Source: an optimization exercise on an open RTL-to-GDS flow (aim: small area). Production flows keep margins and buffers that such runs may drop. In this exercise RTL edits were held to simulation tests only and were not proved equivalent to the original. Power figures rest on the tool's default switching activity, not on a simulated workload.

===== flow/config.mk =====
export PLATFORM = sky130hd
export DESIGN_NAME = unlocker
export DESIGN_NICKNAME = unlocker
export VERILOG_FILES = /design/flow/design.v
export SDC_FILE = /design/flow/constraint.sdc
export NUM_CORES = 4
export LEC_CHECK = 0
export CAP_MARGIN = 20
export CORE_MARGIN = 2
export CORE_UTILIZATION = 40
export GPL_TIMING_DRIVEN = 0
export SLEW_MARGIN = 20

===== flow/constraint.sdc =====
create_clock -name core_clock -period 10.0 [get_ports {clk}]
set_input_delay 2.0000 -clock core_clock [delete_from_list [all_inputs] [get_ports {clk}]]
set_output_delay 2.0000 -clock core_clock [all_outputs]
set_load 0.01 [all_outputs]

===== flow/design.v =====
package unlockerPkg;
    localparam int digitW     = 4;
    localparam int codeDigits = 4;
    localparam int codeW      = digitW * codeDigits;
    localparam int tableDepth = 8;
    localparam int idxW       = 3;
    localparam int countW     = 4;   
    localparam int fullEntry = 8;    
    localparam int nameEntry = 4;    
    localparam int maxAttempts = 3;
    localparam logic [codeW-1:0] defaultName     = 16'h1234;
    localparam logic [codeW-1:0] defaultPassword = 16'h1234;
    typedef enum logic [1:0]
    {
        modeAdmin = 2'd0,
        modeUser  = 2'd1,
        modeGuest = 2'd2
    } userMode_e;
    typedef enum logic [1:0]
    {
        stLocked   = 2'd0,
        stUnlocked = 2'd1,
        stFlagged  = 2'd2
    } sessionState_e;
endpackage
module unlocker
(
    input  logic              clk,
    input  logic              arstN,
    input  logic              locker,
    input  logic              btn1,
    input  logic              btn2,
    input  logic              btn3,
    input  logic              btn4,
    input  logic              btn5,
    input  logic              switch1,
    input  logic [3:0]        inputCount,
    input  logic [unlockerPkg::digitW-1:0] userNameInput0,
    input  logic [unlockerPkg::digitW-1:0] userNameInput1,
    input  logic [unlockerPkg::digitW-1:0] userNameInput2,
    input  logic [unlockerPkg::digitW-1:0] userNameInput3,
    input  logic [unlockerPkg::digitW-1:0] passwordInput0,
    input  logic [unlockerPkg::digitW-1:0] passwordInput1,
    input  logic [unlockerPkg::digitW-1:0] passwordInput2,
    input  logic [unlockerPkg::digitW-1:0] passwordInput3,
    input  logic              flagResolve,
    output logic              lock,
    output logic              flag,
    output logic              flagSelect,
    output logic              resetCount
);
    localparam int D = unlockerPkg::tableDepth;
    localparam int W = unlockerPkg::codeW;
    logic [W-1:0]   nameCode;
    logic [W-1:0]   passwordCode;
    logic [D-1:1]          valid;
    logic [D-1:1][W-1:0]   names;
    logic [D-1:0][W-1:0]   passwords;
    logic [D-1:1]          isUser;      
    logic [1:0]     attempts;
    logic [2:0]     curUser;
    logic [D-1:0]   nameMatch;
    logic           nameHit;
    logic [W-1:0]   hitPassword;
    logic           loginHit;
    logic [2:0]     loginIdx;
    logic [D-1:1]   freeSel;
    logic           full;
    logic           unlocked;
    logic           locked;
    logic           loginTry;
    logic           lockReq;
    logic           go;
    logic           curAdmin;
    logic           curWrite;
    logic           pwWrEn;
    logic           addEn;
    logic           delEn;
    logic [W-1:0]   pwData;
    assign nameCode     = {userNameInput3, userNameInput2, userNameInput1, userNameInput0};
    assign passwordCode = {passwordInput3, passwordInput2, passwordInput1, passwordInput0};
    always_comb
    begin
        nameMatch[0] = (nameCode == unlockerPkg::defaultName);
        for (int i = 1; i < D; i++)
        begin
            nameMatch[i] = valid[i] && (names[i] == nameCode);
        end
    end
    assign nameHit = |nameMatch;
    always_comb
    begin
        hitPassword = '0;
        for (int i = 0; i < D; i++)
        begin
            hitPassword = hitPassword | (passwords[i] & {W{nameMatch[i]}});
        end
    end
    assign loginHit = nameHit && (hitPassword == passwordCode);
    always_comb
    begin
        loginIdx = '0;
        for (int i = 1; i < D; i++)
        begin
            loginIdx = loginIdx | (nameMatch[i] ? 3'(i) : 3'd0);
        end
    end
    always_comb
    begin
        freeSel = '0;
        for (int i = D - 1; i >= 1; i--)
        begin
            if (!valid[i])
            begin
                freeSel    = '0;
                freeSel[i] = 1'b1;
            end
        end
    end
    assign full = &valid;
    assign unlocked = !lock;
    assign locked   = lock && !flag;
    assign loginTry = locked && (inputCount == 4'(unlockerPkg::fullEntry));
    assign lockReq  = locker || btn1;
    assign go       = unlocked && !lockReq;
    assign curAdmin = (curUser == 3'd0);
    always_comb
    begin
        curWrite = curAdmin;
        for (int i = 1; i < D; i++)
        begin
            if (curUser == 3'(i))
            begin
                curWrite = isUser[i];
            end
        end
    end
    assign pwWrEn = go && btn2 && curWrite && (inputCount >= 4'(unlockerPkg::nameEntry));
    assign addEn  = go && !btn2 && btn3 && curAdmin
                 && (inputCount == 4'(unlockerPkg::fullEntry)) && !full && !nameHit;
    assign delEn  = go && !btn2 && !btn3 && btn5 && curAdmin
                 && (inputCount == 4'(unlockerPkg::nameEntry)) && nameHit && !nameMatch[0];
    assign pwData = btn2 ? nameCode : passwordCode;
    always_ff @(posedge clk or negedge arstN)
    begin
        if (!arstN)
        begin
            valid <= '0;
        end
        else
        begin
            for (int i = 1; i < D; i++)
            begin
                if (addEn && freeSel[i])
                begin
                    valid[i] <= 1'b1;
                end
                else if (delEn && nameMatch[i])
                begin
                    valid[i] <= 1'b0;
                end
            end
        end
    end
    always_ff @(posedge clk or negedge arstN)
    begin
        if (!arstN)
        begin
            passwords[0] <= unlockerPkg::defaultPassword;
        end
        else if (pwWrEn && curAdmin)
        begin
            passwords[0] <= nameCode;
        end
    end
    always_ff @(posedge clk)
    begin
        for (int i = 1; i < D; i++)
        begin
            if (addEn && freeSel[i])
            begin
                names[i]  <= nameCode;
                isUser[i] <= switch1;
            end
            if ((addEn && freeSel[i]) || (pwWrEn && curUser == 3'(i)))
            begin
                passwords[i] <= pwData;
            end
        end
    end
    always_ff @(posedge clk or negedge arstN)
    begin
        if (!arstN)
        begin
            lock       <= 1'b1;
            flag       <= 1'b0;
            flagSelect <= 1'b0;
            resetCount <= 1'b0;
            attempts   <= '0;
        end
        else
        begin
            resetCount <= loginTry || pwWrEn || addEn || delEn;
            if (unlocked)
            begin
                if (lockReq)
                begin
                    lock <= 1'b1;
                end
            end
            else if (flag)
            begin
                if (flagResolve)
                begin
                    flag       <= 1'b0;
                    flagSelect <= 1'b0;
                end
            end
            else if (loginTry)
            begin
                if (loginHit)
                begin
                    lock     <= 1'b0;
                    attempts <= '0;
                end
                else
                begin
                    flag <= 1'b1;
                    if (attempts == 2'(unlockerPkg::maxAttempts - 1))
                    begin
                        flagSelect <= 1'b1;
                        attempts   <= '0;
                    end
                    else
                    begin
                        flagSelect <= 1'b0;
                        attempts   <= attempts + 1'b1;
                    end
                end
            end
        end
    end
    always_ff @(posedge clk)
    begin
        if (loginTry && loginHit)
        begin
            curUser <= loginIdx;
        end
    end
endmodule

===== flow/flow/run.sh =====
#!/bin/bash
# The standard layout (standard.sh) with area-oriented settings:
#  - synthesis: synth_recipe.tcl with an area-oriented abc script (flow/synth.tcl, flow/area.abc)
#  - the smallest buffer (buf_1) on every port
#  - CTS with clkbuf_16 on clusters of up to 25 sinks and no dummy loads
set -euo pipefail
here=$(pwd)
export AREA_ABC_SCRIPT=$here/flow/area.abc
bash standard.sh \
  SYNTH_SCRIPT=$here/flow/synth.tcl \
  BUFFER_PORTS_ARGS="-buffer_cell sky130_fd_sc_hd__buf_1" \
  CTS_ARGS="-sink_clustering_enable -repair_clock_nets -sink_clustering_size 25 -sink_clustering_max_diameter 80 -buf_list sky130_fd_sc_hd__clkbuf_16 -dont_use_dummy_load" \
  finish > standard.log 2>&1

===== flow/flow/area.abc =====
strash
&get -n
&dch
&nf -R 1000 -a
&put

===== flow/flow/synth.tcl =====
# synth_recipe.tcl with one change: abc maps with this flow's area script (flow/area.abc).
# Registers are mapped by dfflibmap before abc, so they are the standard synthesis's.
proc synth {args} { yosys synth -nofsm -noshare {*}$args }
proc abc {args} {
  set i [lsearch -exact $args -script]
  if { $i >= 0 } {
    set args [lreplace $args $i [expr { $i + 1 }] -script $::env(AREA_ABC_SCRIPT)]
  }
  yosys abc {*}$args
}
source $::env(SCRIPTS_DIR)/synth.tcl
# left out here: clear keep_hierarchy, flatten, clean up, hide names made inside functions, write 1_2_yosys.v

===== flow/standard.sh =====
#!/bin/bash
# synth_recipe.tcl (not shown) runs the flow's synth.tcl, then flattens the netlist and writes it again
# the make line also repeats each setting of config.mk as NAME=value (left out here)
make -C /OpenROAD-flow-scripts/flow DESIGN_CONFIG=/design/flow/config.mk WORK_HOME=/design/flow/orfs CLKGATE_MAP_FILE= SYNTH_SCRIPT=/design/flow/synth_recipe.tcl "${@:-finish}"

==> results.toml, run 1 <==
[outcome]
status = "complete, no violations"

[placed_design]
io_buffers = 48
dp_hpwl_mm = 18.2
place_inst = 1141
gp_congestion = 0.799

[clock_tree]
cts_setup_buffers = 0
clockRootBuffer = "clkbuf_16"
cts_buffers = 14
cts_sinks = 263
htree_levels = 1
clockBufferDepth = 3
cts_resized = 0
clock_latency_ns = 0.48
cts_tree = "yes"
clk_pin_slew_worst_paths_ns = 0.10
holdBufCountCts = 0

[logic_synthesis]
yosysTopAreaCell = "edfxtp_1"
synth.ff_latch_count = 263
synth.avg_cell_area_sq_um = 14.7
netlist_instances = 724
syn_area_sq_um = 10600
yosys-top-cells-area = "edfxtp_1 66%, dfrtp_1 5.4%, a221oi_1 2.7%"
ys.flop_type = "edfxtp_1"
synth.top_cell.area_share_pct = 66.0
synthDistinctLibCells = 44
async_reset_ff_share_pct = 11.0
syn-num-nets = 770
synth-seq-area-share_pct = 72.9
synth_edf_count = 234
ys_warn_count = 1

[hold_path]
hold-path-endpoint = "passwords[12]$_DFFE_PN1P_"
hold-path-cell-count = 2
hold_class = "flop to flop"
hp-start = "passwords[12]$_DFFE_PN1P_"

[floorplan]
std_cell_rows = 59
die_w_um = 167
start_util_pct = 40.7
core_area_sq_um = 26100
die-height_um = 167
dieArea_sq_um = 27900
ioPinCount = 50

[timing]
finalMaxSlewViolations = 0
slew-limit-headroom_pct = 26.1
fin_crit_sh_pct = 73.2
setup_viol = 0
fin_crit_ns = 7.32
fin_skew_ns = 0.0348
hold_viol_final = 0
fin_setup_tns_ns = 0
rsz0062_at_grt = "no"
tightest_slew_ns = 1.11
fmax_mhz = 137

[global_route]
antenna_found_initial = 1
grt_pass1_wl_mm = 41.2
grt_use_total_pct = 19.5
overflow = 0
grt_max_degree = 34
grt_pass1_vias = 6585

[critical_path]
worst-r2r-setup-slack_ns = 5.26
worstPathRequired_ns = 10.15
timing.rr.start = "names[65]$_DFFE_PP_"
worstSetupPathType = "input pin to flop"
rr_worst_depth = 15
end_kind = "flop"
worstPathArrival_ns = 7.47
cp_max_fo = 14
start_kind = "input pin"
worstReg2RegEnd = "curUser[2]$_DFFE_PP_"

[layout]
area_delta_synth_final_pct = 12.2
layout.nets = 868
nFillCells = 2348
multiInputGateArea_sq_um = 2810
finalNonFillerCells = 1156
seq_area_sq_um = 7760
final_util_pct = 45.7
layout-drive-gt1-share_pct = 8.66

[power_and_ir_drop]
irDropWorstVdd_mv = 0.124
leakagePower_uw = 0.00381
power_density_nw_per_um2 = 156

[route]
dr.pass1.iters = 16
drtIter0Drc = 740
wl_per_cell_um = 23.3
via_count = 6798
routed_wl_mm = 26.9
route.detailed.drc = 0
detail-route-antenna-nets = 0
viasPerCell = 5.88

[run]
drv_cap = 0
[registers in the layout, summed over array words and instances (netlist names)]
| name | cells |
|---|---|
| names | 112 |
| resetCount | 1 |
| lock | 1 |
| curUser | 3 |
| passwords | 128 |
| valid | 7 |
| flagSelect | 1 |
| attempts | 2 |
| isUser | 7 |
| flag | 1 |
[cell usage after synthesis, types with 2 or more instances]
| cell type | n |
|---|---|
| nand3b_1 | 2 |
| a221oi_1 | 33 |
| or2_0 | 2 |
| nor2_1 | 54 |
| edfxtp_1 | 234 |
| or3_1 | 3 |
| dfstp_2 | 6 |
| a2bb2oi_1 | 3 |
| a2111oi_0 | 2 |
| xnor2_1 | 25 |
| clkinv_1 | 44 |
| o21ai_0 | 7 |
| and3_1 | 11 |
| nor2b_1 | 2 |
| nand4_1 | 15 |
| mux2_1 | 2 |
| a21oi_1 | 41 |
| or3b_1 | 2 |
| nand2_1 | 34 |
| o41ai_1 | 3 |
| a221o_1 | 4 |
| o221ai_1 | 5 |
| o211ai_1 | 4 |
| xor2_1 | 22 |
| a21o_1 | 2 |
| a22o_1 | 24 |
| nand3_1 | 17 |
| dfrtp_1 | 23 |
| o2111ai_1 | 4 |
| o2bb2ai_1 | 6 |
| o22ai_1 | 22 |
| o21a_1 | 2 |
| nor4_1 | 13 |
| a22oi_1 | 33 |
| nor3_1 | 7 |
| a21boi_0 | 2 |
| or4_1 | 2 |
[power by group]
| group | switching, uW | total (uW) | internal (uW) | leakage [uW] |
|---|---|---|---|---|
| clock | 315 | 567 | 252 | 0.000173 |
| combinational | 65.5 | 90.6 | 25.2 | 0.00115 |
| sequential | 5.02 | 1210 | 1200 | 0.00249 |
| total | 386 | 1870 | 1480 | 0.00381 |
[worst max path at each step]
stage / startpoint / to / cells past startpoint / slack, ns
after detailed placement: userNameInput1[1] / curUser[2]$_DFFE_PP_ / 17 / 2.25
after floorplan: userNameInput0[0] / passwords[100]$_DFFE_PP_ / 13 / 2.95
after global routing: userNameInput3[0] / flagSelect$_DFFE_PN0P_ / 18 / 2.14
after CTS: userNameInput3[0] / curUser[2]$_DFFE_PP_ / 15 / 2.75
final: userNameInput1[1] / curUser[2]$_DFFE_PP_ / 17 / 2.68
after global placement: userNameInput0[0] / passwords[126]$_DFFE_PP_ / 14 / -3.62
[routing by layer]
metal / wire (um) / GRT usage, % / up-vias
met1: 12200 / 29.4 / 3393
met5: 0 / 0 / -
met3: 1850 / 2.60 / 33
met4: 422 / 4.42 / 0
li1: - / - / 3096
met2: 12500 / 30.2 / 276
[cell families after synthesis]
logic type | count (synthesis) | share of synthesized area (%)
buffers and inverters | 44 | 1.55
XOR/XNOR | 47 | 3.87
AO/OA/AOI/OAI | 201 | 13.9
flip-flops | 263 | 72.9
AND/OR/NAND/NOR | 167 | 7.60
multiplexers | 2 | 0.212
[area by class of cell]
cell class,count,area share (%)
Antenna cell,1,0.0209
Clock buffer,14,2.93
Inverter,44,1.38
Multi-Input combinational cell,417,23.5
Sequential cell,263,65.0
Tap cell,335,3.51
Timing Repair Buffer,82,3.65
[through the flow]
step	setup WS, ns	hold slack, ns	area (sq um)	power (uW)
final	2.68	0.507	11900	1870
after global routing	2.14	0.539	11900	1920
after CTS	2.75	0.507	11900	1880
after detailed placement	2.25	0.486	11600	1320
after global placement	-3.62	0.480	11200	1320
after floorplan	2.95	0.459	10600	1270
[layout by cell type (no fill, tap or decap), types with 23 or more instances in the layout]
cell	Yosys	routed
a21oi_1	41	41
clkinv_1	44	44
xnor2_1	25	25
nor2_1	54	53
nand2_1	34	34
a22o_1	24	24
edfxtp_1	234	234
a221oi_1	33	33
dfrtp_1	23	23
buf_1	0	45
a22oi_1	33	33
[worst max-delay path, stage by stage]
cell       delay [ns]
buf_1            0.65
clkinv_1         0.66
a22o_1           0.38
a221oi_1         0.23
nand3_1          0.13
nor4_1           0.32
nand4_1          0.18
nor4_2           0.61
buf_2            0.33
a22oi_1          0.09
nand3_1          0.10
xnor2_1          0.16
nand3_1          0.16
a2111oi_0        0.42
nand4_1          0.19
nor3_1           0.47
nor2b_1          0.37
==> run 2, diff against run 1 <==
--- a/flow/flow/run.sh
+++ b/flow/flow/run.sh
@@ -9,5 +9,5 @@
 bash standard.sh \
   SYNTH_SCRIPT=$here/flow/synth.tcl \
   BUFFER_PORTS_ARGS="-buffer_cell sky130_fd_sc_hd__buf_1" \
-  CTS_ARGS="-sink_clustering_enable -repair_clock_nets -sink_clustering_size 25 -sink_clustering_max_diameter 80 -buf_list sky130_fd_sc_hd__clkbuf_16 -dont_use_dummy_load" \
+  CTS_ARGS="-sink_clustering_enable -repair_clock_nets -sink_clustering_size 30 -sink_clustering_max_diameter 100 -buf_list sky130_fd_sc_hd__clkbuf_16 -dont_use_dummy_load" \
   finish > standard.log 2>&1
==> run 2 against run 1 <==
  * Utilization down 0.20 points
  * Critical path depth down 2
  * Hold slack better by 0.0029 ns
  * Clock power down 7.2%
  * Register-to-register slack better by 0.16 ns
  * Total power down 2.2%
  * Synthesized cell count unchanged
  * Count of clock-buffer cells in the layout down 2
  * Critical endpoint is now curUser[0]$_DFFE_PP_
  * Critical path type unchanged
  * Sequential power about the same
  * Die area unchanged
  * Wire length down 1.1%
  * Non-clock buffer count unchanged
  * Largest power group unchanged
==> results.toml, run 2 <==
[logic_synthesis]
synth.most_common_cell = "edfxtp_1"
netlist_instances = 724
synth_edf_count = 234
synth-seq-area-share_pct = 72.9
synth.ff_latch_count = 263
ys.flop_type = "edfxtp_1"
synthTopCellsByCount = "234 x edfxtp_1, 54 x nor2_1, 44 x clkinv_1"
synthDistinctLibCells = 44
yosysTopAreaCell = "edfxtp_1"
ys_warn_count = 1
syn_area_sq_um = 10600
async_reset_ff_share_pct = 11.0
yosys-top-cells-area = "edfxtp_1 66%, dfrtp_1 5.4%, a221oi_1 2.7%"
syn-num-nets = 770
synth.top_cell.area_share_pct = 66.0
synth.avg_cell_area_sq_um = 14.7

[run]
drv_cap = 0

[layout]
final_common_cell = "edfxtp_1"
n_antenna_cell = 0
final_area_sq_um = 11900
area_delta_synth_final_pct = 11.7
largest_register_ff_count = 128
layout-drive-gt1-share_pct = 8.44
layout_common_cells = "234 x edfxtp_1, 53 x nor2_1, 45 x buf_1"
nFillCells = 2346
top_register = "passwords"
layout.nets = 866
reg_top3 = "passwords (128), names (112)"

[power_and_ir_drop]
power_density_nw_per_um2 = 153
power_uw = 1820
irDropWorstVdd_mv = 0.173
leakagePower_uw = 0.00378

[critical_path]
worstPathArrival_ns = 7.36
worst-r2r-setup-slack_ns = 5.42
timing.rr.start = "names[65]$_DFFE_PP_"
start_kind = "input pin"
worstReg2RegEnd = "curUser[0]$_DFFE_PP_"
end_kind = "flop"
endpoint = "curUser[0]$_DFFE_PP_"
rr_worst_depth = 15
worstSetupPathType = "input pin to flop"
cp_max_fo = 18
worstPathRequired_ns = 10.17
crit_start = "userNameInput3[0]"

[route]
routed_wl_mm = 26.6
wl_per_cell_um = 23.1
viasPerCell = 5.83
dr.pass1.iters = 16
route.detailed.drc = 0
via_count = 6723
detail-route-antenna-nets = 0
drtIter0Drc = 835

[clock_tree]
clock_latency_ns = 0.48
htree_levels = 1
clockBufferDepth = 3
cts_buffers = 12
clockRootBuffer = "clkbuf_16"
cts_sinks = 263
holdBufCountCts = 0
cts_resized = 0
clk_pin_slew_worst_paths_ns = 0.11
cts_tree = "yes"
cts_setup_buffers = 0

[timing]
fin_skew_ns = 0.0311
tightest_slew_ns = 1.07
setup_viol = 0
fmax_mhz = 139
fin_crit_ns = 7.20
hold_viol_final = 0
fin_crit_sh_pct = 72.0
finalMaxSlewViolations = 0
rsz0062_at_grt = "no"
slew-limit-headroom_pct = 28.9

[floorplan]
std_cell_rows = 59
die_w_um = 167
ioPinCount = 50
dieArea_sq_um = 27900
start_util_pct = 40.7
core_area_sq_um = 26100
die-height_um = 167

[global_route]
grt_pass1_wl_mm = 41.2
grt_pass1_vias = 6556
grt_max_degree = 34
overflow = 0
grt_use_total_pct = 19.4
antenna_found_initial = 0

[hold_path]
hold_class = "flop to flop"

[placed_design]
post_dp_cell_area_sq_um = 11600
gp_congestion = 0.799
io_buffers = 48
dp_hpwl_mm = 18.2

[outcome]
status = "complete, no violations"
-- run 2: cell counts after synthesis --
No cell type changed its count.
-- run 2: worst min path at each step --
stage	from	endpoint	slack, ns	cells after the start
6_report	passwords[12]$_DFFE_PN1P_	passwords[12]$_DFFE_PN1P_	0.51	2
5_1_grt	passwords[12]$_DFFE_PN1P_	passwords[12]$_DFFE_PN1P_	0.54	2
4_1_cts	passwords[12]$_DFFE_PN1P_	passwords[12]$_DFFE_PN1P_	0.51	2
3_5_place_dp	passwords[14]$_DFFE_PN0P_	passwords[14]$_DFFE_PN0P_	0.49	1
3_3_place_gp	passwords[14]$_DFFE_PN0P_	passwords[14]$_DFFE_PN0P_	0.48	1
2_1_floorplan	passwords[14]$_DFFE_PN0P_	passwords[14]$_DFFE_PN0P_	0.46	1
-- run 2: cells by family after synthesis --
| family | synth area share [%] |
|---|---|
| flip-flops | 72.9 |
| AO/OA/AOI/OAI | 13.9 |
| AND/OR/NAND/NOR | 7.60 |
| XOR/XNOR | 3.87 |
| buffers and inverters | 1.55 |
| multiplexers | 0.212 |
-- run 2: critical path, cell delays in order --
cell and delay (ns):
buf_1 0.69, clkinv_1 0.71, a22o_1 0.38, nor4_1 0.27, nand3_1 0.12, nor4_1 0.17
and3_1 0.89, a221oi_1 0.25, nand3_1 0.14, xnor2_1 0.16, nand3_1 0.16, a2111oi_0 0.43
nand4_1 0.19, nor3_1 0.40, nor2b_1 0.37
-- run 2: routing by layer --
metal	GRT usage (%)	share of wire [%]
met5	0	0
met4	3.44	1.0
met3	2.17	6.7
met2	30.6	47
met1	29.4	45
-- run 2: where the power goes --
part	leakage [uW]	switching (uW)	internal, uW
sequential	0.00249	5.03	1200
clock	0.000148	307	218
combinational	0.00115	65.5	25.2
-- run 2: stage by stage --
step                      TNS (ns)  hold slack [ns]  instances  worst slack, ns  utilization (%)
after floorplan                  0            0.459        724             2.95                -
after global placement     -702.36            0.480       1107            -3.62             43.0
after detailed placement         0            0.486       1141             2.25             44.4
after CTS                        0            0.510       1153             2.78             45.5
after global routing             0            0.541       1153             2.18             45.5
final                            0            0.510       1153             2.80             45.5
-- run 2: cell type report --
class	count	area [sq um]	area share, %
Sequential cell	263	7760	65.2
Timing Repair Buffer	82	435	3.66
Clock buffer	12	300	2.52
Tap cell	335	419	3.52
Multi-Input combinational cell	417	2810	23.7
Inverter	44	165	1.39
==> run 3, diff against run 2 <==
--- a/flow/config.mk
+++ b/flow/config.mk
@@ -7,6 +7,7 @@
 export LEC_CHECK = 0
 export CAP_MARGIN = 20
 export CORE_MARGIN = 2
-export CORE_UTILIZATION = 40
+export CORE_UTILIZATION = 65
 export GPL_TIMING_DRIVEN = 0
+export PLACE_DENSITY = 0.75
 export SLEW_MARGIN = 20
==> run 3 against run 2 <==
  * Via count grew 5.2%
  * Still clean on timing, DRC and antenna
  * Largest power group unchanged
  * First-iteration DRC count shrank 4.6%
  * Non-clock buffer count shrank 3
  * Die area shrank 38%
==> results.toml, run 3 <==
[clock_tree]
cts_buffers = 12
holdBufCountCts = 0
cts_tree = "yes"
clockRootBuffer = "clkbuf_16"
cts_resized = 0
cts_setup_buffers = 0
htree_levels = 1
cts_sinks = 263
clockBufferDepth = 3
clk_pin_slew_worst_paths_ns = 0.10
clock_latency_ns = 0.49

[logic_synthesis]
synth-seq-area-share_pct = 72.9
synth.avg_cell_area_sq_um = 14.7
ys_warn_count = 1
ys.flop_type = "edfxtp_1"
syn_area_sq_um = 10600
async_reset_ff_share_pct = 11.0
synthDistinctLibCells = 44
netlist_instances = 724
synth.top_cell.area_share_pct = 66.0
synthTopCellsByCount = "234 x edfxtp_1, 54 x nor2_1, 44 x clkinv_1"
synth_edf_count = 234
yosys-top-cells-area = "edfxtp_1 66%, dfrtp_1 5.4%, a221oi_1 2.7%"
synth.most_common_cell = "edfxtp_1"
syn-num-nets = 770
synth.ff_latch_count = 263
yosysTopAreaCell = "edfxtp_1"

[floorplan]
std_cell_rows = 46
start_util_pct = 66.8
die-height_um = 132
die_w_um = 132
ioPinCount = 50
dieArea_sq_um = 17400
core_area_sq_um = 15900

[global_route]
grt_pass1_wl_mm = 38.9
overflow = 0
grt_pass1_vias = 6895
grt_use_total_pct = 29.7
antenna_found_initial = 0
grt_max_degree = 34

[power_and_ir_drop]
power_density_nw_per_um2 = 155
leakagePower_uw = 0.00376
irDropWorstVdd_mv = 0.172

[placed_design]
dp_hpwl_mm = 17.0
gp_congestion = 0.838
post-place-ws_ns = 2.19
io_buffers = 48
place_inst = 1019

[timing]
tightest_slew_ns = 1.13
fin_crit_sh_pct = 75.0
fin_crit_ns = 7.50
fin_skew_ns = 0.0394
setup_ws_ns = 2.50
fin_setup_tns_ns = 0
rsz0062_at_grt = "no"
slew-limit-headroom_pct = 24.8
hold_viol_final = 0
fmax_mhz = 133
setup_viol = 0
finalMaxSlewViolations = 0

[layout]
final_common_cell = "edfxtp_1"
final_util_pct = 73.4
reg_top3 = "passwords (128), names (112)"
layout_common_cells = "234 x edfxtp_1, 53 x nor2_1, 45 x buf_1"
n_antenna_cell = 0
nFillCells = 1067
largest_register_ff_count = 128
finalNonFillerCells = 1031
top_register = "passwords"
area_delta_synth_final_pct = 9.97
layout.nets = 863
layout-drive-gt1-share_pct = 8.10

[route]
detail-route-antenna-nets = 0
via_count = 7073
wl_per_cell_um = 24.7
routed_wl_mm = 25.4
drtIter0Drc = 797
dr.pass1.iters = 6
viasPerCell = 6.86
route.detailed.drc = 0

[outcome]
status = "complete, no violations"

[critical_path]
worstPathRequired_ns = 10.16
worstSetupPathType = "input pin to flop"
cp_max_fo = 14
start_kind = "input pin"
end_kind = "flop"
worstPathArrival_ns = 7.67

[hold_path]
hold_class = "flop to flop"

[run]
drv_cap = 0
-- run 3: cell types whose count changed in the layout (fill, tap and decap cells not counted), sizes merged --
cell  previous run  this run
buf             82        79
-- run 3: critical path, cell delays in order --
cell and delay, ns:
buf_1 0.62, clkinv_1 0.67, a22o_1 0.38, a221oi_1 0.20, nand3_1 0.12, nor4_1 0.31, nand4_1 0.17, nor4_2 0.71
buf_4 0.30, buf_2 0.22, a221oi_1 0.11, and3_1 0.20, nand2_1 0.06, nand3_1 0.09, a2111oi_0 0.52, nand4_1 0.25
nor3_1 0.34, nor2b_1 0.38
-- run 3: cell families after synthesis --
logic type	Yosys count	synth area share (%)
and+or+nand+nor	167	7.60
buffers and inverters	44	1.55
muxes	2	0.212
DFF	263	72.9
xor gates and xnor gates	47	3.87
AOI/OAI and AO/OA	201	13.9
-- run 3: area by class of cell --
cell class / count / area (sq um) / share of cell area, %
multi-input combinational: 417 / 2820 / 24.1
inverter: 44 / 165 / 1.41
timing repair buffer: 79 / 392 / 3.35
tap: 216 / 270 / 2.31
sequential: 263 / 7760 / 66.3
clock buffer: 12 / 300 / 2.56
-- run 3: per-layer routing --
layer  track usage [%]  wire length [um]  vias up  share of wire, %
li1                  -                 -     3096                 -
met1              39.9              9560     3418                38
met2              50.1             12500      474                49
met3              4.23              2340       85               9.2
met4              11.4              1070        0               4.2
met5                 0                 0        -                 0
-- run 3: worst paths after layout --
| check | endpoint | cells past startpoint | slack (ns) | start |
|---|---|---|---|---|
| max in group asynchronous | valid[4]$_DFFE_PN0P_ | 1 | 7.95 | arstN |
| min | passwords[12]$_DFFE_PN1P_ | 2 | 0.51 | passwords[12]$_DFFE_PN1P_ |
| min in group asynchronous | flag$_DFFE_PN0P_ | 1 | 1.56 | arstN |
| max | curUser[2]$_DFFE_PP_ | 18 | 2.50 | userNameInput1[1] |
| min reg2reg | passwords[12]$_DFFE_PN1P_ | 2 | 0.51 | passwords[12]$_DFFE_PN1P_ |
| max reg2reg | curUser[2]$_DFFE_PP_ | 16 | 5.07 | names[1]$_DFFE_PP_ |
-- run 3: power breakdown --
| part | total, uW | switching [uW] | leakage, uW | internal (uW) |
|---|---|---|---|---|
| sequential | 1210 | 4.80 | 0.00249 | 1200 |
| clock | 516 | 298 | 0.000148 | 218 |
| combinational | 87.5 | 63.1 | 0.00113 | 24.4 |
| total | 1810 | 366 | 0.00376 | 1450 |
-- run 3: stage by stage --
step                      total power, uW  instance area [sq um]  hold slack, ns
after floorplan                      1270                  10600           0.459
after global placement               1310                  11100           0.482
after detailed placement             1320                  11400           0.493
after CTS                            1810                  11700           0.511
after global routing                 1860                  11700           0.526
final                                1810                  11700           0.512
==> run 4, diff against run 3 <==
--- a/flow/config.mk
+++ b/flow/config.mk
@@ -8,6 +8,6 @@
 export CAP_MARGIN = 20
 export CORE_MARGIN = 2
 export CORE_UTILIZATION = 65
-export GPL_TIMING_DRIVEN = 0
+export GPL_TIMING_DRIVEN = 1
 export PLACE_DENSITY = 0.75
 export SLEW_MARGIN = 20
==> run 4 against run 3 <==
  * Synthesized area did not move
  * Cell area fell by 0.12%
  * Count of clock-buffer cells in the layout did not move
  * Utilization fell by 0.086 points
  * Setup slack improved by 1.1 ns
  * Sequential share of layout area rose by 0.078 points
  * Combinational power rose by 6.6%
  * Die area did not move
  * Critical endpoint is now curUser[0]$_DFFE_PP_
==> results.toml, run 4 <==
[global_route]
grt_max_degree = 34
grt_pass1_vias = 6893
antenna_found_initial = 0
overflow = 0
grt_use_total_pct = 29.6
grt_pass1_wl_mm = 39.1

[critical_path]
path_common_cell = "nand3_1"
critPathBufInv = 3
crit_path_cell_trace = "buf_1 -> clkinv_1 -> a221oi_1 -> nand3_1 -> nor4_1 -> nand4_1 -> nor4_2 -> buf_4 -> a22oi_1 -> nand3_1 -> xnor2_1 -> nand3_1 -> a2111oi_0 -> nand4_1 -> nor3_1 -> nor2b_1"
worstPathRequired_ns = 10.15
start_kind = "input pin"
worstSetupPathType = "input pin to flop"
cp_max_fo = 19
path_delay_family = "simple AND/OR/NAND/NOR gates"
cp_slowest_cell = "clkinv_1"
worstPathArrival_ns = 6.54
end_kind = "flop"
max_stage_delay_ns = 0.60

[layout]
layout-drive-gt1-share_pct = 7.36
reg_top3 = "passwords (128), names (112)"
layout_common_cells = "234 x edfxtp_1, 54 x nor2_1, 47 x buf_1"
nFillCells = 1085
finalNonFillerCells = 1031
layout.nets = 863
largest_register_ff_count = 128
final_util_pct = 73.3
top_register = "passwords"
area_delta_synth_final_pct = 9.84
n_antenna_cell = 0
final_common_cell = "edfxtp_1"

[logic_synthesis]
synth.avg_cell_area_sq_um = 14.7
syn_area_sq_um = 10600
synth.most_common_cell = "edfxtp_1"
synth.top_cell.area_share_pct = 66.0
ys_warn_count = 1
syn-num-nets = 770
async_reset_ff_share_pct = 11.0
synthTopCellsByCount = "234 x edfxtp_1, 54 x nor2_1, 44 x clkinv_1"
synth_edf_count = 234
synth-seq-area-share_pct = 72.9
netlist_instances = 724
yosys-top-cells-area = "edfxtp_1 66%, dfrtp_1 5.4%, a221oi_1 2.7%"
synthDistinctLibCells = 44
synth.ff_latch_count = 263
ys.flop_type = "edfxtp_1"
yosysTopAreaCell = "edfxtp_1"

[clock_tree]
cts_setup_buffers = 0
clock_latency_ns = 0.47
cts_tree = "yes"
cts_resized = 0
clockBufferDepth = 3
htree_levels = 1
clockRootBuffer = "clkbuf_16"
clk_pin_slew_worst_paths_ns = 0.11
cts_sinks = 263
cts_buffers = 12
holdBufCountCts = 0

[timing]
tightest_slew_ns = 1.04
fin_setup_tns_ns = 0
fin_crit_sh_pct = 63.8
fin_skew_ns = 0.0278
setup_viol = 0
rsz0062_at_grt = "no"
hold_viol_final = 0
finalMaxSlewViolations = 0
fin_crit_ns = 6.38
fmax_mhz = 157
slew-limit-headroom_pct = 30.4

[route]
dr.pass1.iters = 5
detail-route-antenna-nets = 0
wl_per_cell_um = 24.8
routed_wl_mm = 25.5
route.detailed.drc = 0
via_count = 7010
viasPerCell = 6.80
drtIter0Drc = 793

[placed_design]
gp_congestion = 0.828
place_inst = 1019
dp_hpwl_mm = 15.9
io_buffers = 48

[power_and_ir_drop]
irDropWorstVdd_mv = 0.126
leakagePower_uw = 0.00373
power_uw = 1820
power_density_nw_per_um2 = 156

[floorplan]
std_cell_rows = 46
die-height_um = 132
core_area_sq_um = 15900
die_w_um = 132
start_util_pct = 66.8
dieArea_sq_um = 17400
ioPinCount = 50

[run]
drv_cap = 0

[outcome]
status = "complete, no violations"

[hold_path]
hold_class = "flop to flop"
## run 4: cell counts after synthesis
Identical to the previous run, type by type.
## run 4: area by class of cell
class	count	area [sq um]	share of cell area, %
sequential	263	7760	66.4
multi-input combinational	417	2780	23.8
timing repair buffer	79	414	3.54
clock buffer	12	300	2.57
tap	216	270	2.31
inverter	44	165	1.41
## run 4: routing by layer
metal	wire length, um	GRT usage [%]	share of wire (%)
met1	10100	40.8	39
met5	0	0	0
met3	2200	3.84	8.6
met4	886	10.4	3.5
met2	12400	49.5	49
## run 4: final timing paths
check                                          from                  endpoint  slack (ns)  cells after the start
setup / recovery                  userNameInput3[1]      curUser[0]$_DFFE_PP_        3.62                     16
hold / removal             passwords[5]$_DFFE_PN1P_  passwords[5]$_DFFE_PN1P_        0.51                      2
setup reg to reg                names[65]$_DFFE_PP_      curUser[0]$_DFFE_PP_        5.81                     15
hold reg to reg            passwords[5]$_DFFE_PN1P_  passwords[5]$_DFFE_PN1P_        0.51                      2
max in group asynchronous                     arstN  passwords[1]$_DFFE_PN0P_        7.84                      1
min in group asynchronous                     arstN   attempts[0]$_DFFE_PN0P_        1.62                      1
## run 4: logic make-up after synthesis
group,synth area share (%)
xor gates and xnor gates,3.87
muxes,0.212
buffers and inverters,1.55
and+or+nand+nor,7.60
AOI/OAI and AO/OA,13.9
DFF,72.9
## run 4: per-stage QoR
stage	worst slack (ns)	hold WS, ns	cell area (sq um)
final	3.62	0.514	11700
after global routing	3.32	0.534	11700
after CTS	3.66	0.510	11700
after detailed placement	3.17	0.492	11400
after global placement	3.20	0.476	11400
after floorplan	2.95	0.459	10600
## run 4: where the power goes
group          leakage [uW]  internal, uW  switching, uW
logic               0.00110          28.4           64.9
clock network      0.000148           218            301
registers           0.00249          1200           4.85
## run 4: tightest hold or removal path, stage by stage, from the launching register on
cell and delay [ns]:
dfstp_2 0.39, nor2_1 0.09, a21oi_1 0.04
==> run 5, diff against run 4 <==
--- a/flow/config.mk
+++ b/flow/config.mk
@@ -7,7 +7,7 @@
 export LEC_CHECK = 0
 export CAP_MARGIN = 20
 export CORE_MARGIN = 2
-export CORE_UTILIZATION = 65
+export CORE_UTILIZATION = 80
 export GPL_TIMING_DRIVEN = 1
-export PLACE_DENSITY = 0.75
+export PLACE_DENSITY = 0.9
 export SLEW_MARGIN = 20
==> run 5 against run 4 <==
  * Die area down 18%
  * Utilization increased by 15 points
  * First-iteration DRC count is 52% higher
  * Via count is 7.5% higher
  * Register-to-register slack worse by 0.40 ns
  * Synthesized area did not move
  * Setup slack worse by 0.32 ns
==> results.toml, run 5 <==
[route]
via_count = 7539
detail-route-antenna-nets = 0
dr.pass1.iters = 7
drt-met1-wl_mm = 9.09
dr_wl_met2_mm = 13.9
viasPerCell = 7.63
drtIter0Drc = 1203
wl_per_cell_um = 28.4
routed_wl_mm = 28.1
top_signal_layer_used = "met4"
route.detailed.drc = 0
wl_met3_mm = 3.35

[timing]
setup_viol = 0
tightest_slew_ns = 1.09
fin_crit_ns = 6.70
fin_skew_ns = 0.0270
fin_setup_tns_ns = 0
fin_crit_sh_pct = 67.0
hold_viol_final = 0
finalMaxSlewViolations = 0
fmax_mhz = 149
slew-limit-headroom_pct = 27.5
rsz0062_at_grt = "no"

[logic_synthesis]
synth_top_family_by_area = "compound AO/OA/AOI/OAI gates"
yosys-top-cells-area = "edfxtp_1 66%, dfrtp_1 5.4%, a221oi_1 2.7%"
syn-num-nets = 770
synth.avg_cell_area_sq_um = 14.7
synth.most_common_cell = "edfxtp_1"
synth-seq-area-share_pct = 72.9
ys.flop_type = "edfxtp_1"
synthTopCellsByCount = "234 x edfxtp_1, 54 x nor2_1, 44 x clkinv_1"
synthDistinctLibCells = 44
synth.ff_latch_count = 263
netlist_instances = 724
synth_fa_ha_area_share_pct = 0
synth_edf_count = 234
muxShareOfSynthArea_pct = 0.212
yosysTopAreaCell = "edfxtp_1"
synth.top_cell.area_share_pct = 66.0
syn_area_sq_um = 10600
synth_simple_gate_area_share_pct = 7.60
synth_xor_area_share_pct = 3.87
ys_warn_count = 1
synth_compound_area_share_pct = 13.9
async_reset_ff_share_pct = 11.0

[global_route]
grt_pass1_vias = 7631
grt_use_total_pct = 40.2
overflow = 0
antenna_found_initial = 0
grt_max_degree = 34
grt_pass1_wl_mm = 41.9

[floorplan]
ioPinCount = 50
core_area_sq_um = 13100
std_cell_rows = 42
die_w_um = 119
dieArea_sq_um = 14200
die-height_um = 119
start_util_pct = 81.0

[power_and_ir_drop]
power.internal_uw = 1450
p_sw_uw = 375
swShare_pct = 20.5
power_frac_seq_pct = 66.2
clockPowerShare_pct = 28.4
power_density_nw_per_um2 = 157
leakagePower_uw = 0.00372
power_uw = 1820
combPwrFrac_pct = 5.3
irDropWorstVdd_mv = 0.139

[layout]
n_antenna_cell = 0
area_delta_synth_final_pct = 9.15
layout.nets = 860
final_area_sq_um = 11600
largest_register_ff_count = 128
layout_common_cells = "234 x edfxtp_1, 54 x nor2_1, 47 x buf_1"
layout-drive-gt1-share_pct = 7.02
reg_top3 = "passwords (128), names (112)"
top_register = "passwords"
final_common_cell = "edfxtp_1"

[clock_tree]
cts_tree = "yes"
htree_levels = 1
cts_resized = 0
cts_buffers = 12
clk_pin_slew_worst_paths_ns = 0.10
cts_setup_buffers = 0
cts_sinks = 263
clock_latency_ns = 0.48
holdBufCountCts = 0
clockRootBuffer = "clkbuf_16"
clockBufferDepth = 3

[placed_design]
post_dp_cell_area_sq_um = 11300
io_buffers = 48
dp_hpwl_mm = 17.3
gp_congestion = 0.885

[critical_path]
start_kind = "input pin"
crit_path_cell_trace = "buf_1 -> clkinv_1 -> o2bb2ai_1 -> a221oi_1 -> nand3_1 -> nor4_1 -> and3_1 -> a22o_1 -> a221oi_1 -> and3_1 -> nand2_1 -> nand3_1 -> a2111oi_0 -> nand4_1 -> nor3_1 -> nor2b_1"
worstPathArrival_ns = 6.83
worstSetupPathType = "input pin to flop"
max_stage_delay_ns = 0.90
cp_slowest_cell = "and3_1"
end_kind = "flop"
cp.depth = 16
path_delay_family = "simple AND/OR/NAND/NOR gates"
critPathBufInv = 2
rr_worst_depth = 15
cp_max_fo = 18
worstPathRequired_ns = 10.13

[hold_path]
hold_class = "flop to flop"
hold-path-cell-count = 2

[run]
drv_cap = 0

[outcome]
status = "complete, no violations"
## run 5: cell counts after synthesis
Identical to the previous run, type by type.
## run 5: worst min-delay path, stage by stage, from the launching register on
cell	delay [ns]
dfrtp_1	0.39
clkinv_1	0.05
a21oi_1	0.05
## run 5: per-stage QoR
stage	util, %	setup slack, ns	instances	hold slack (ns)
after floorplan	-	2.95	724	0.459
after global placement	86.2	3.24	976	0.475
after detailed placement	86.2	3.14	976	0.501
after CTS	88.5	3.51	988	0.520
after global routing	88.5	3.07	988	0.540
final	88.5	3.30	988	0.520
## run 5: kinds of logic after synthesis
| logic type | count (synthesis) |
|---|---|
| AO/OA/AOI/OAI | 201 |
| XOR/XNOR | 47 |
| buffers and inverters | 44 |
| flip-flops | 263 |
| multiplexers | 2 |
| AND/OR/NAND/NOR | 167 |
## run 5: path summary, 6_finish.rpt
path                                        startpoint                        end  slack (ns)
worst max-delay path                 userNameInput2[3]       curUser[1]$_DFFE_PP_        3.30
worst min-delay path            flagSelect$_DFFE_PN0P_     flagSelect$_DFFE_PN0P_        0.52
worst max register to register      names[1]$_DFFE_PP_       curUser[1]$_DFFE_PP_        5.41
worst min register to register  flagSelect$_DFFE_PN0P_     flagSelect$_DFFE_PN0P_        0.52
max in group asynchronous                        arstN   passwords[9]$_DFFE_PN1P_        8.13
min in group asynchronous                        arstN  passwords[15]$_DFFE_PN0P_        1.53
## run 5: area by class of cell
type                       instances  area [sq um]
timing repair buffer              76           392
inverter                          44           165
multi-input combinational        417          2780
fill                             529          1520
clock buffer                      12           300
tap                              176           220
sequential                       263          7760
## run 5: power groups by stage
stage	clock network, uW	logic (uW)	registers (uW)
2_1_floorplan	0	39.8	1230
4_1_cts	512	94.0	1210
6_report	519	97.3	1210
3_3_place_gp	0	85.5	1230
3_5_place_dp	0	92.4	1230
5_1_grt	548	103	1210
## run 5: routing by layer
layer	global-route usage [%]	vias up
li1	-	3076
met1	49.7	3609
met2	67.7	679
met3	8.05	175
met4	21.6	0
met5	0	-
==> run 6, diff against run 5 <==
--- a/flow/flow/run.sh
+++ b/flow/flow/run.sh
@@ -2,7 +2,7 @@
 # The standard layout (standard.sh) with area-oriented settings:
 #  - synthesis: synth_recipe.tcl with an area-oriented abc script (flow/synth.tcl, flow/area.abc)
 #  - the smallest buffer (buf_1) on every port
-#  - CTS with clkbuf_16 on clusters of up to 25 sinks and no dummy loads
+#  - CTS with clkbuf_16 on clusters of up to 30 sinks and no dummy loads
 set -euo pipefail
 here=$(pwd)
 export AREA_ABC_SCRIPT=$here/flow/area.abc
==> run 6 against run 5 <==
  * Hold slack unchanged
  * Fmax unchanged
  * Total power unchanged
  * Flip-flop and latch count unchanged
  * Register-to-register slack about the same
  * Combinational power about the same
  * Critical path type unchanged
  * Largest cell class unchanged
  * Largest power group unchanged
==> results.toml, run 6 <==
[outcome]
status = "complete, no violations"

[layout]
layout_common_cells = "234 x edfxtp_1, 54 x nor2_1, 47 x buf_1"
area_delta_synth_final_pct = 9.15
n_antenna_cell = 0
top_register = "passwords"
final_common_cell = "edfxtp_1"
largest_register_ff_count = 128
final_util_pct = 88.5
layout-drive-gt1-share_pct = 7.02
reg_top3 = "passwords (128), names (112)"
layout.nets = 860
nFillCells = 529
finalNonFillerCells = 988

[logic_synthesis]
synthTopCellsByCount = "234 x edfxtp_1, 54 x nor2_1, 44 x clkinv_1"
yosysTopAreaCell = "edfxtp_1"
async_reset_ff_share_pct = 11.0
synth.top_cell.area_share_pct = 66.0
synth.most_common_cell = "edfxtp_1"
synth.ff_latch_count = 263
syn_area_sq_um = 10600
synthDistinctLibCells = 44
netlist_instances = 724
yosys-top-cells-area = "edfxtp_1 66%, dfrtp_1 5.4%, a221oi_1 2.7%"
syn-num-nets = 770
ys_warn_count = 1
ys.flop_type = "edfxtp_1"
synth-seq-area-share_pct = 72.9
synth.avg_cell_area_sq_um = 14.7
synth_edf_count = 234

[power_and_ir_drop]
power_uw = 1820
swShare_pct = 20.5
irDropWorstVdd_mv = 0.139
combPwrFrac_pct = 5.3
p_sw_uw = 375
clockPowerShare_pct = 28.4
leakagePower_uw = 0.00372
power.internal_uw = 1450
power_frac_seq_pct = 66.2
power_density_nw_per_um2 = 157

[global_route]
antenna_found_initial = 0
use_met2_pct = 67.7
gr-usage-met3_pct = 8.05
grt.busiest_layer = "met2"
grt_pass1_vias = 7631
grt_use_total_pct = 40.2
grt_pass1_wl_mm = 41.9
grt_max_degree = 34
use_met1_pct = 49.7
overflow = 0

[timing]
fin_setup_tns_ns = 0
fin_skew_ns = 0.0270
fin_crit_sh_pct = 67.0
rsz0062_at_grt = "no"
setup_ws_ns = 3.30
hold_viol_final = 0
slew-limit-headroom_pct = 27.5
setup_viol = 0
fin_crit_ns = 6.70
fmax_mhz = 149
tightest_slew_ns = 1.09
finalMaxSlewViolations = 0

[floorplan]
die-height_um = 119
core_area_sq_um = 13100
dieArea_sq_um = 14200
start_util_pct = 81.0
ioPinCount = 50
std_cell_rows = 42
die_w_um = 119

[critical_path]
cp_slowest_cell = "and3_1"
max_stage_delay_ns = 0.90
worstPathRequired_ns = 10.13
worstPathArrival_ns = 6.83
worstSetupPathType = "input pin to flop"
path_delay_family = "simple AND/OR/NAND/NOR gates"
start_kind = "input pin"
crit_path_cell_trace = "buf_1 -> clkinv_1 -> o2bb2ai_1 -> a221oi_1 -> nand3_1 -> nor4_1 -> and3_1 -> a22o_1 -> a221oi_1 -> and3_1 -> nand2_1 -> nand3_1 -> a2111oi_0 -> nand4_1 -> nor3_1 -> nor2b_1"
end_kind = "flop"
critPathBufInv = 2
cp_max_fo = 18
worst-r2r-setup-slack_ns = 5.41

[clock_tree]
cts_sinks = 263
htree_levels = 1
cts_resized = 0
clk_pin_slew_worst_paths_ns = 0.10
cts_setup_buffers = 0
holdBufCountCts = 0
cts_buffers = 12
clockBufferDepth = 3
clock_latency_ns = 0.48
cts_tree = "yes"
clockRootBuffer = "clkbuf_16"

[route]
detail-route-antenna-nets = 0
drtIter0Drc = 1203
viasPerCell = 7.63
route.detailed.drc = 0
wl_per_cell_um = 28.4
dr.pass1.iters = 7
via_count = 7539
routed_wl_mm = 28.1

[hold_path]
hold_class = "flop to flop"

[run]
drv_cap = 0

[placed_design]
dp_hpwl_mm = 17.3
place_inst = 976
gp_congestion = 0.885
post-place-ws_ns = 3.14
io_buffers = 48
run 6: kinds of logic after synthesis:
family	after synthesis	share of synthesized area (%)
buf+inv	44	1.55
xor+xnor	47	3.87
mux	2	0.212
simple gates	167	7.60
flops	263	72.9
compound gates	201	13.9
run 6: stage by stage:
step           area [sq um]  hold slack, ns
6_report              11600           0.520
5_1_grt               11600           0.540
4_1_cts               11600           0.520
3_5_place_dp          11300           0.501
3_3_place_gp          11300           0.475
2_1_floorplan         10600           0.459
run 6: area by class of cell:
cell class	instances	area [sq um]	share of cell area, %
Tap cell	176	220	1.89
Sequential cell	263	7760	66.8
Multi-Input combinational cell	417	2780	24.0
Clock buffer	12	300	2.58
Timing Repair Buffer	76	392	3.37
Inverter	44	165	1.42
run 6: power groups by stage:
stage	registers, uW	logic (uW)	clock network [uW]
floorplan	1230	39.8	0
global placement	1230	85.5	0
detailed placement	1230	92.4	0
CTS	1210	94.0	512
global route	1210	103	548
finish	1210	97.3	519
run 6: worst min-delay path, cell delays in order (launching register included):
cell	delay, ns
dfrtp_1	0.39
clkinv_1	0.05
a21oi_1	0.05
run 6: worst paths after layout:
| path | start | endpoint | cells past startpoint |
|---|---|---|---|
| setup / recovery | userNameInput2[3] | curUser[1]$_DFFE_PP_ | 16 |
| hold / removal | flagSelect$_DFFE_PN0P_ | flagSelect$_DFFE_PN0P_ | 2 |
| setup reg to reg | names[1]$_DFFE_PP_ | curUser[1]$_DFFE_PP_ | 15 |
| hold reg to reg | flagSelect$_DFFE_PN0P_ | flagSelect$_DFFE_PN0P_ | 2 |
| max in group asynchronous | arstN | passwords[9]$_DFFE_PN1P_ | 2 |
| min in group asynchronous | arstN | passwords[15]$_DFFE_PN0P_ | 2 |
run 6: per-layer routing:
metal | share of wire [%] | up-vias
met2 | 50 | 679
met3 | 12 | 175
met5 | 0 | -
li1 | - | 3076
met4 | 6.2 | 0
met1 | 32 | 3609
==> run 7, diff against run 6 <==
==> flow/flow/run.sh (replaced) <==
#!/bin/bash
# The standard layout (standard.sh) with area-oriented settings:
#  - synthesis: synth_recipe.tcl with an area-oriented abc script (flow/synth.tcl, flow/area.abc)
#  - the smallest buffer (buf_1) on every port
#  - CTS with clkbuf_16 on clusters of up to 25 sinks and no dummy loads
set -euo pipefail
here=$(pwd)
export AREA_ABC_SCRIPT=$here/flow/area.abc
bash standard.sh \
  SYNTH_SCRIPT=$here/flow/synth.tcl \
  BUFFER_PORTS_ARGS="-buffer_cell sky130_fd_sc_hd__buf_1" \
  CTS_ARGS="-sink_clustering_enable -repair_clock_nets -sink_clustering_size 30 -sink_clustering_max_diameter 100 -buf_list {sky130_fd_sc_hd__clkbuf_8 sky130_fd_sc_hd__clkbuf_16} -dont_use_dummy_load" \
  finish > standard.log 2>&1
--- a/flow/config.mk
+++ b/flow/config.mk
@@ -7,7 +7,7 @@
 export LEC_CHECK = 0
 export CAP_MARGIN = 20
 export CORE_MARGIN = 2
-export CORE_UTILIZATION = 80
+export CORE_UTILIZATION = 65
 export GPL_TIMING_DRIVEN = 1
-export PLACE_DENSITY = 0.9
+export PLACE_DENSITY = 0.75
 export SLEW_MARGIN = 20
==> run 7 against run 6 <==
  * Still clean
  * Clock skew is 0.00073 ns higher
  * Synthesized cell count stayed put
  * Total power is 0.22% lower
  * Sequential power hardly changed
  * Non-clock buffer count is 3 higher
  * First-iteration DRC count is 34% lower
  * Critical path depth stayed put
  * Fmax is 5.0% higher
  * Highest routed layer unchanged
==> results.toml, run 7 <==
[placed_design]
place_inst = 1019
post-place-ws_ns = 3.17
gp_congestion = 0.828
dp_hpwl_mm = 15.9
io_buffers = 48

[layout]
n_antenna_cell = 0
top_register = "passwords"
reg_top3 = "passwords (128), names (112)"
seq_area_sq_um = 7760
final_common_cell = "edfxtp_1"
area_delta_synth_final_pct = 9.84
nFillCells = 1085
largest_register_ff_count = 128
layout_common_cells = "234 x edfxtp_1, 54 x nor2_1, 47 x buf_1"
multiInputGateArea_sq_um = 2780
layout-drive-gt1-share_pct = 7.36
layout.nets = 863
finalNonFillerCells = 1031
final_util_pct = 73.3

[power_and_ir_drop]
power_density_nw_per_um2 = 156
leakagePower_uw = 0.00373
irDropWorstVdd_mv = 0.126

[timing]
finalMaxSlewViolations = 0
hold_viol_final = 0
fin_skew_ns = 0.0278
tightest_slew_ns = 1.04
setup_viol = 0
fmax_mhz = 157
setup_ws_ns = 3.62
slew-limit-headroom_pct = 30.4
fin_crit_ns = 6.38
rsz0062_at_grt = "no"
fin_crit_sh_pct = 63.8
fin_setup_tns_ns = 0

[route]
detail-route-antenna-nets = 0
wl_per_cell_um = 24.8
routed_wl_mm = 25.5
dr.pass1.iters = 5
drtIter0Drc = 793
viasPerCell = 6.80
via_count = 7010
route.detailed.drc = 0

[critical_path]
worst-r2r-setup-slack_ns = 5.81
worstPathArrival_ns = 6.54
start_kind = "input pin"
end_kind = "flop"
path_common_cell = "nand3_1"
cp_max_fo = 19
crit_path_cell_trace = "buf_1 -> clkinv_1 -> a221oi_1 -> nand3_1 -> nor4_1 -> nand4_1 -> nor4_2 -> buf_4 -> a22oi_1 -> nand3_1 -> xnor2_1 -> nand3_1 -> a2111oi_0 -> nand4_1 -> nor3_1 -> nor2b_1"
worstSetupPathType = "input pin to flop"
timing.rr.start = "names[65]$_DFFE_PP_"
crit_start = "userNameInput3[1]"
endpoint = "curUser[0]$_DFFE_PP_"
worstPathRequired_ns = 10.15
rr_worst_depth = 15
max_stage_delay_ns = 0.60
cp_slowest_cell = "clkinv_1"
worstReg2RegEnd = "curUser[0]$_DFFE_PP_"

[logic_synthesis]
synth.most_common_cell = "edfxtp_1"
synth.avg_cell_area_sq_um = 14.7
yosys-top-cells-area = "edfxtp_1 66%, dfrtp_1 5.4%, a221oi_1 2.7%"
synthDistinctLibCells = 44
ys.flop_type = "edfxtp_1"
synth-seq-area-share_pct = 72.9
syn_area_sq_um = 10600
synth.top_cell.area_share_pct = 66.0
yosysTopAreaCell = "edfxtp_1"
async_reset_ff_share_pct = 11.0
synthTopCellsByCount = "234 x edfxtp_1, 54 x nor2_1, 44 x clkinv_1"
syn-num-nets = 770
ys_warn_count = 1
synth.ff_latch_count = 263
netlist_instances = 724
synth_edf_count = 234

[floorplan]
core_area_sq_um = 15900
die_w_um = 132
dieArea_sq_um = 17400
die-height_um = 132
start_util_pct = 66.8
std_cell_rows = 46
ioPinCount = 50

[hold_path]
hp-start = "passwords[5]$_DFFE_PN1P_"
hold_class = "flop to flop"

[run]
drv_cap = 0

[global_route]
grt_pass1_vias = 6893
grt_use_total_pct = 29.6
grt_max_degree = 34
grt_pass1_wl_mm = 39.1
overflow = 0
antenna_found_initial = 0

[clock_tree]
clockRootBuffer = "clkbuf_16"
cts_tree = "yes"
clock_latency_ns = 0.47
cts_setup_buffers = 0
cts_resized = 0
cts_buffers = 12
clk_pin_slew_worst_paths_ns = 0.11
cts_sinks = 263
holdBufCountCts = 0
htree_levels = 1
clockBufferDepth = 3

[outcome]
status = "complete, no violations"
## run 7: cell counts after synthesis
Identical to the previous run, type by type.
## run 7: critical path: cells and delay by family
kind	cells	cell delay, ns
XOR/XNOR	1	0.17
AND/OR/NAND/NOR	9	1.92
buffers and inverters	3	1.43
AO/OA/AOI/OAI	3	1.00
## run 7: logic make-up after synthesis
group	count (synthesis)	synth area share [%]
simple gates	167	7.60
mux	2	0.212
xor+xnor	47	3.87
compound gates	201	13.9
flops	263	72.9
buf+inv	44	1.55
## run 7: area by class of cell
| type | instances | share of cell area, % |
|---|---|---|
| flip-flops and latches | 263 | 66.4 |
| well taps | 216 | 2.31 |
| multi-input cells | 417 | 23.8 |
| repair buffers | 79 | 3.54 |
| clock buffers | 12 | 2.57 |
| inverters | 44 | 1.41 |
## run 7: metal layers
metal  vias to the layer above  GRT usage [%]  share of wire [%]
li1                       3082              -                  -
met3                        74           3.84                8.6
met2                       385           49.5                 49
met5                         -              0                  0
met4                         0           10.4                3.5
met1                      3469           40.8                 39
## run 7: report_power, final
part | internal [uW] | switching (uW)
logic | 28.4 | 64.9
registers | 1200 | 4.85
clock network | 218 | 301
## run 7: worst min-delay path by stage
stage                                      endpoint  slack [ns]  depth (start not counted)
after floorplan           passwords[14]$_DFFE_PN0P_        0.46                          1
after global placement    passwords[14]$_DFFE_PN0P_        0.48                          1
after detailed placement   passwords[5]$_DFFE_PN1P_        0.49                          2
after CTS                  passwords[5]$_DFFE_PN1P_        0.51                          2
after global routing      passwords[12]$_DFFE_PN1P_        0.53                          2
final                      passwords[5]$_DFFE_PN1P_        0.51                          2
## run 7: metrics by stage
stage	area [sq um]	hold slack (ns)	power, uW
after floorplan	10600	0.459	1270
after CTS	11700	0.510	1820
after global placement	11400	0.476	1320
final	11700	0.514	1820
after detailed placement	11400	0.492	1320
after global routing	11700	0.534	1870
==> run 8, diff against run 7 <==
--- a/flow/flow/run.sh
+++ b/flow/flow/run.sh
@@ -9,5 +9,5 @@
 bash standard.sh \
   SYNTH_SCRIPT=$here/flow/synth.tcl \
   BUFFER_PORTS_ARGS="-buffer_cell sky130_fd_sc_hd__buf_1" \
-  CTS_ARGS="-sink_clustering_enable -repair_clock_nets -sink_clustering_size 30 -sink_clustering_max_diameter 100 -buf_list {sky130_fd_sc_hd__clkbuf_8 sky130_fd_sc_hd__clkbuf_16} -dont_use_dummy_load" \
+  CTS_ARGS="-sink_clustering_enable -repair_clock_nets -sink_clustering_size 44 -sink_clustering_max_diameter 70 -buf_list sky130_fd_sc_hd__clkbuf_16 -dont_use_dummy_load" \
   finish > standard.log 2>&1
==> run 8 against run 7 <==
  * Still clean on timing, DRC and antenna
  * Global-route usage grew 0.21 points
  * Setup slack gained 0.028 ns
  * Wire length is essentially flat
  * Flip-flop and latch count is the same
  * Synthesized cell count is the same
  * Sequential share of layout area shrank 0.28 points
  * Synthesized area is the same
  * First-iteration DRC count shrank 9.8%
  * Largest power group unchanged
==> results.toml, run 8 <==
[layout]
largest_register_ff_count = 128
layout.nets = 865
reg_top3 = "passwords (128), names (112)"
n_antenna_cell = 0
multiInputGateArea_sq_um = 2780
final_area_sq_um = 11700
area_delta_synth_final_pct = 10.3
top_register = "passwords"
layout_common_cells = "234 x edfxtp_1, 54 x nor2_1, 47 x buf_1"
seq_area_sq_um = 7760
layout-drive-gt1-share_pct = 7.59
nFillCells = 1074
final_common_cell = "edfxtp_1"

[run]
drv_cap = 0

[placed_design]
gp_congestion = 0.828
dp_hpwl_mm = 15.9
post_dp_cell_area_sq_um = 11400
io_buffers = 48

[timing]
fmax_mhz = 157
setup_viol = 0
fin_crit_sh_pct = 63.6
slew-limit-headroom_pct = 32.4
hold_viol_final = 0
fin_crit_ns = 6.36
tightest_slew_ns = 1.01
fin_setup_tns_ns = 0
finalMaxSlewViolations = 0
fin_skew_ns = 0.0518
rsz0062_at_grt = "no"

[logic_synthesis]
async_reset_ff_share_pct = 11.0
synth.avg_cell_area_sq_um = 14.7
yosysTopAreaCell = "edfxtp_1"
ys_warn_count = 1
netlist_instances = 724
synth.ff_latch_count = 263
synth_edf_count = 234
synthTopCellsByCount = "234 x edfxtp_1, 54 x nor2_1, 44 x clkinv_1"
syn_area_sq_um = 10600
synth-seq-area-share_pct = 72.9
synth.most_common_cell = "edfxtp_1"
synthDistinctLibCells = 44
synth.top_cell.area_share_pct = 66.0
ys.flop_type = "edfxtp_1"
yosys-top-cells-area = "edfxtp_1 66%, dfrtp_1 5.4%, a221oi_1 2.7%"
syn-num-nets = 770

[clock_tree]
clockBufferDepth = 3
holdBufCountCts = 0
htree_levels = 1
clock_latency_ns = 0.49
cts_tree = "yes"
cts_resized = 0
clk_pin_slew_worst_paths_ns = 0.11
clockRootBuffer = "clkbuf_16"
cts_sinks = 263
cts_buffers = 14
cts_setup_buffers = 0

[critical_path]
worstPathRequired_ns = 10.16
start_kind = "input pin"
worstPathArrival_ns = 6.52
cp_max_fo = 19
worstSetupPathType = "input pin to flop"
timing.rr.start = "names[89]$_DFFE_PP_"
end_kind = "flop"
worstReg2RegEnd = "curUser[2]$_DFFE_PP_"
worst-r2r-setup-slack_ns = 5.81
rr_worst_depth = 16
crit_start = "userNameInput3[1]"
endpoint = "curUser[2]$_DFFE_PP_"

[global_route]
grt_pass1_wl_mm = 39.3
antenna_found_initial = 0
grt_pass1_vias = 6956
grt_use_total_pct = 29.8
grt_max_degree = 34
overflow = 0

[power_and_ir_drop]
irDropWorstVdd_mv = 0.131
leakagePower_uw = 0.00376
power_density_nw_per_um2 = 158

[route]
dr.pass1.iters = 7
via_count = 6954
route.detailed.drc = 0
wl_per_cell_um = 24.7
routed_wl_mm = 25.6
wl_met3_mm = 2.22
top_signal_layer_used = "met4"
drt-met1-wl_mm = 9.96
drtIter0Drc = 715
detail-route-antenna-nets = 0
viasPerCell = 6.73
dr_wl_met2_mm = 12.4

[floorplan]
ioPinCount = 50
die-height_um = 132
dieArea_sq_um = 17400
start_util_pct = 66.8
die_w_um = 132
core_area_sq_um = 15900
std_cell_rows = 46

[hold_path]
hp-start = "passwords[5]$_DFFE_PN1P_"
hold_class = "flop to flop"

[outcome]
status = "complete, no violations"
run 8: kinds of logic after synthesis:
family	synth area share [%]
simple gates	7.60
buf+inv	1.55
xor+xnor	3.87
flops	72.9
compound gates	13.9
mux	0.212
run 8: worst max-delay path, cell delays in order:
cell and delay (ns):
buf_1 0.48, clkinv_1 0.60, a221oi_1 0.45, nand3_1 0.14, nor4_1 0.31, nand4_1 0.15, nor4_2 0.14, buf_4 0.35
a22oi_1 0.14, nand3_1 0.11, xnor2_1 0.16, nand3_1 0.14, a2111oi_0 0.41, nand4_1 0.24, nor3_1 0.29, nor2b_1 0.37
run 8: metal layers:
| metal | track usage, % | vias up |
|---|---|---|
| li1 | - | 3081 |
| met1 | 40.9 | 3436 |
| met2 | 49.8 | 362 |
| met3 | 3.73 | 75 |
| met4 | 11.1 | 0 |
| met5 | 0 | - |
run 8: layout make-up:
class	instances	share of cell area [%]
Sequential cell	263	66.1
Multi-Input combinational cell	417	23.7
Timing Repair Buffer	79	3.53
Clock buffer	14	2.98
Tap cell	216	2.30
Inverter	44	1.41
run 8: worst min-delay path by stage:
stage	to	depth (start not counted)
after floorplan	passwords[14]$_DFFE_PN0P_	1
after global placement	passwords[14]$_DFFE_PN0P_	1
after detailed placement	passwords[5]$_DFFE_PN1P_	2
after CTS	passwords[5]$_DFFE_PN1P_	2
after global routing	passwords[12]$_DFFE_PN1P_	2
final	passwords[5]$_DFFE_PN1P_	2
run 8: where the power goes:
group	switching (uW)	total, uW	internal [uW]
logic	64.8	93.2	28.4
registers	4.93	1210	1200
clock network	304	556	252
total	374	1860	1480
run 8: metrics by stage:
step	worst slack (ns)	hold WS [ns]	instances	util [%]	power [uW]
detailed placement	3.17	0.492	1019	71.5	1320
global route	3.33	0.535	1033	73.7	1910
global placement	3.20	0.476	1019	71.5	1320
finish	3.64	0.513	1033	73.7	1860
CTS	3.63	0.510	1033	73.7	1860
floorplan	2.95	0.459	724	-	1270

-- afterwards: timing with drivers on the ports --
Ports are ideal in the flow. The routed layouts listed here were re-timed in OpenROAD.
Step 1 (the two cells are an assumption about what drives the block):
set clk [get_ports {clk}]
set_driving_cell -lib_cell sky130_fd_sc_hd__clkbuf_16 $clk
set_driving_cell -lib_cell sky130_fd_sc_hd__buf_2 [delete_from_list [all_inputs] $clk]
Step 2 moves the port delays by t, midway between the first and last clock arrival at a register: inputs arrive t later, outputs are due t later. That takes back most of the time a late clock gives input paths.
a / b / c = no drivers / after step 1 / after step 2; a / b = the first two.
run	t (ns)	setup slack, ns	hold WS [ns]	worst setup path after step 2	cell pins on the clock port's net
run 1	0.510	2.684 / 2.700 / 2.189	0.507 / 0.507 / 0.507	input to register	1
run 2	0.514	2.804 / 2.822 / 2.309	0.510 / 0.510 / 0.510	input to register	1
run 3	0.510	2.495 / 2.508 / 1.998	0.512 / 0.512 / 0.512	input to register	1
run 4	0.502	3.617 / 3.635 / 3.133	0.514 / 0.514 / 0.514	input to register	1
run 5	0.512	3.301 / 3.312 / 2.800	0.520 / 0.520 / 0.520	input to register	1
run 6	0.512	3.301 / 3.312 / 2.800	0.520 / 0.520 / 0.520	input to register	1
run 7	0.502	3.617 / 3.635 / 3.133	0.514 / 0.514 / 0.514	input to register	1
run 8	0.504	3.645 / 3.660 / 3.156	0.513 / 0.513 / 0.513	input to register	1
After both steps setup and hold are still met in every run listed.
